This design comes from an exercise in tuning for small area, a short achievable clock period and few clock cycles on the open sky130 flow, not from production work. RTL that was checked went through simulation tests only; none was proved equivalent to the original. Power figures rest on the tool's default switching activity, not on a simulated workload.

==> module conv2d_top, before the edit <==
module conv2d_top
(
    input  logic        i_clk,
    input  logic        i_rst,
    input  logic [9:0]  i_pix,      
    input  logic [9:0]  i_wgt,      
    output logic [26:0] o_out,      
    output logic        o_busy
);
    localparam int LB = conv_pkg::LB_LEN;
    logic       in_pix;             
    logic       in_wgt;             
    logic [7:0] in_d;
    logic       busy_q;
    logic       take;
    logic [5:0] pix_pos;            
    logic [5:0] out_pos;            
    logic       tail;               
    logic [3:0] tail_n;             
    logic       step_pix;           
    logic       step;               
    logic       produce;            
    logic       wgt_go;             
    logic [LB-1:0] lb_en;
    logic [LB*8-1:0] slots;
    logic [71:0] kernel;
    logic [71:0] win;
    logic [8:0]  keep;
    logic signed [conv_pkg::SUM_BW-1:0] sum;
    logic        out_valid;
    logic        out_last;
    logic signed [conv_pkg::SUM_BW-1:0] out_data;
    assign take     = !busy_q && (i_pix[9] || i_wgt[9]);
    assign step_pix = in_pix;
    assign step     = in_pix || tail;
    assign wgt_go   = in_wgt && !tail;
    logic in_wgt_n;
    logic tail_n_done;
    assign tail_n_done = tail && (tail_n == 4'd9);
    always_comb
    begin
        if (take)
            in_wgt_n = i_wgt[9];
        else
            in_wgt_n = in_wgt && !wgt_go;
    end
    always_ff @(posedge i_clk)
    begin
        if (i_rst)
        begin
            in_pix <= 1'b0;
            in_wgt <= 1'b0;
            busy_q <= 1'b0;
        end
        else
        begin
            in_pix <= take && i_pix[9];
            in_wgt <= in_wgt_n;
            busy_q <= in_wgt_n && ((tail && !tail_n_done) || (step_pix && pix_pos == 6'd63));
        end
    end
    always_ff @(posedge i_clk)
    begin
        if (!busy_q)
            in_d <= i_pix[9] ? i_pix[7:0] : i_wgt[7:0];
    end
    assign o_busy = busy_q;
    assign produce = tail || (step_pix && pix_pos >= 6'd9);
    always_ff @(posedge i_clk)
    begin
        if (i_rst)
        begin
            pix_pos <= '0;
            out_pos <= '0;
            tail    <= 1'b0;
            tail_n  <= '0;
        end
        else
        begin
            if (step_pix)
                pix_pos <= pix_pos + 1'b1;
            if (produce)
                out_pos <= out_pos + 1'b1;
            if (step_pix && pix_pos == 6'd63)
            begin
                tail   <= 1'b1;
                tail_n <= 4'd1;
            end
            else if (tail)
            begin
                tail   <= !tail_n_done;
                tail_n <= tail_n + 1'b1;
            end
        end
    end
    always_comb
        for (int j = 0; j < LB; j++)
            lb_en[j] = step_pix || (tail && (j >= tail_n));
    frame_ram u_ram
    (
        .i_clk   (i_clk),
        .i_pix   (in_d),
        .i_en    (lb_en),
        .o_slots (slots)
    );
    conv_loader u_loader
    (
        .i_clk    (i_clk),
        .i_shift  (wgt_go),
        .i_wgt    (in_d),
        .o_kernel (kernel)
    );
    logic [5:0] out_pos_n;
    logic top, bot, lft, rgt;
    assign out_pos_n = i_rst ? 6'd0 : out_pos + {5'd0, produce};
    assign top = out_pos_n[5:3] == 3'd0;
    assign bot = out_pos_n[5:3] == 3'd7;
    assign lft = out_pos_n[2:0] == 3'd0;
    assign rgt = out_pos_n[2:0] == 3'd7;
    always_ff @(posedge i_clk)
    begin
        keep[0] <= !top && !lft;
        keep[1] <= !top;
        keep[2] <= !top && !rgt;
        keep[3] <= !lft;
        keep[5] <= !rgt;
        keep[6] <= !bot && !lft;
        keep[7] <= !bot;
        keep[8] <= !bot && !rgt;
    end
    assign keep[4] = 1'b1;
    logic [(LB+1)*8-1:0] wpos;      
    assign wpos = {slots, in_d};
    always_comb
    begin
        win[0*8 +: 8] = wpos[18*8 +: 8];
        win[1*8 +: 8] = wpos[17*8 +: 8];
        win[2*8 +: 8] = wpos[16*8 +: 8];
        win[3*8 +: 8] = wpos[10*8 +: 8];
        win[4*8 +: 8] = wpos[ 9*8 +: 8];
        win[5*8 +: 8] = wpos[ 8*8 +: 8];
        win[6*8 +: 8] = wpos[ 2*8 +: 8];
        win[7*8 +: 8] = wpos[ 1*8 +: 8];
        win[8*8 +: 8] = wpos[ 0*8 +: 8];
    end
    conv_engine u_engine
    (
        .i_clk    (i_clk),
        .i_win    (win),
        .i_keep   (keep),
        .i_kernel (kernel),
        .o_sum    (sum)
    );
    logic v_pipe [conv_pkg::ENG_LAT+1];
    logic l_pipe [conv_pkg::ENG_LAT+1];
    assign v_pipe[0] = produce;
    assign l_pipe[0] = produce && out_pos == 6'd63;
    always_ff @(posedge i_clk)
    begin
        for (int i = 1; i <= conv_pkg::ENG_LAT; i++)
        begin
            v_pipe[i] <= i_rst ? 1'b0 : v_pipe[i-1];
            l_pipe[i] <= l_pipe[i-1];
        end
        out_valid <= i_rst ? 1'b0 : v_pipe[conv_pkg::ENG_LAT];
        out_last  <= l_pipe[conv_pkg::ENG_LAT];
        out_data  <= sum;
    end
    assign o_out = {out_valid, out_last, {(conv_pkg::ACC_BW-conv_pkg::SUM_BW){out_data[conv_pkg::SUM_BW-1]}}, out_data};
endmodule
clock: 8.0 ns
lec_check: 0
cap_margin: 20
core_margin: 2
core_utilization: 60
cts_cluster_diameter: 90
cts_cluster_size: 26
place_density: 0.7
setup_slack_margin: 4.85
slew_margin: 20
synth_hierarchical: 1
synth_minimum_keep_size: 0
run.sh (not shown) runs the stock make flow with config.mk's settings and CLKGATE_MAP_FILE= SYNTH_SCRIPT=/design/flow/synth_recipe.tcl, a recipe that flattens the netlist after the stock synthesis.
Testbench counts at the start, summed over its fixed seeds: cycles 4,704.
Then changed:
--- a/flow/design.v
+++ b/flow/design.v
@@ -2707,13 +2707,13 @@
     logic        out_valid;
     logic        out_last;
     logic signed [conv_pkg::SUM_BW-1:0] out_data;
     assign take     = !busy_q && (i_pix[9] || i_wgt[9]);
     assign step_pix = in_pix;
     assign step     = in_pix || tail;
-    assign wgt_go   = in_wgt && !tail;
+    assign wgt_go   = in_wgt && (!tail || tail_n_done);
     logic in_wgt_n;
     logic tail_n_done;
     assign tail_n_done = tail && (tail_n == 4'd9);
     always_comb
     begin
         if (take)
@@ -2730,13 +2730,13 @@
             busy_q <= 1'b0;
         end
         else
         begin
             in_pix <= take && i_pix[9];
             in_wgt <= in_wgt_n;
-            busy_q <= in_wgt_n && ((tail && !tail_n_done) || (step_pix && pix_pos == 6'd63));
+            busy_q <= in_wgt_n && ((tail && tail_n < 4'd8) || (step_pix && pix_pos == 6'd63));
         end
     end
     always_ff @(posedge i_clk)
     begin
         if (!busy_q)
             in_d <= i_pix[9] ? i_pix[7:0] : i_wgt[7:0];
The changed run finished clean.
Die area is about the same.
Global-route usage decreases by 0.44 points.
Non-clock buffer count fell by 6.
Sequential share of layout area drops by 0.27 points.
Count of clock-buffer cells in the layout fell by 1.
Total power grows by 3.0%.
Final area climbs by 0.71%.
Core utilization goes up by 0.47 points.
Clock skew climbs by 0.0042 ns.
Sequential cell count stays the same.
Worst hold slack barely changes.
Function not checked in the second run of this note: the RTL went through the layout flow alone.

==> static timing again, ports no longer ideal <==
The results above use ideal ports. As a check the final layouts listed here were re-extracted and re-timed, cells and wires unchanged.
Step 1 assumes that a clkbuf_16 drives the clock port and a buf_2 every other input.
Step 2 moves the port delays by t, midway between the first and last clock arrival at a register: inputs arrive t later, outputs are due t later. That takes back most of the time a late clock gives input paths.
a / b / c = ideal / step 1 / step 2; a / b = the first two.
| run | shift t [ns] | setup WS [ns] | worst setup path after step 2 | worst register clock-pin slew, ns | worst slew at a driven data input, ns |
|---|---|---|---|---|---|
| the first run | 0.633 | 4.850 / 4.833 / 4.585 | input to register | 0.11 / 0.11 | 0.04 |
| the second run | 0.651 | 4.843 / 4.840 / 4.830 | input to register | 0.10 / 0.10 | 0.04 |
After both steps every run listed still meets setup and hold. For the first run, which loses most, drivers alone change the setup slack by -0.017 ns; drivers and shift together by -0.265 ns.
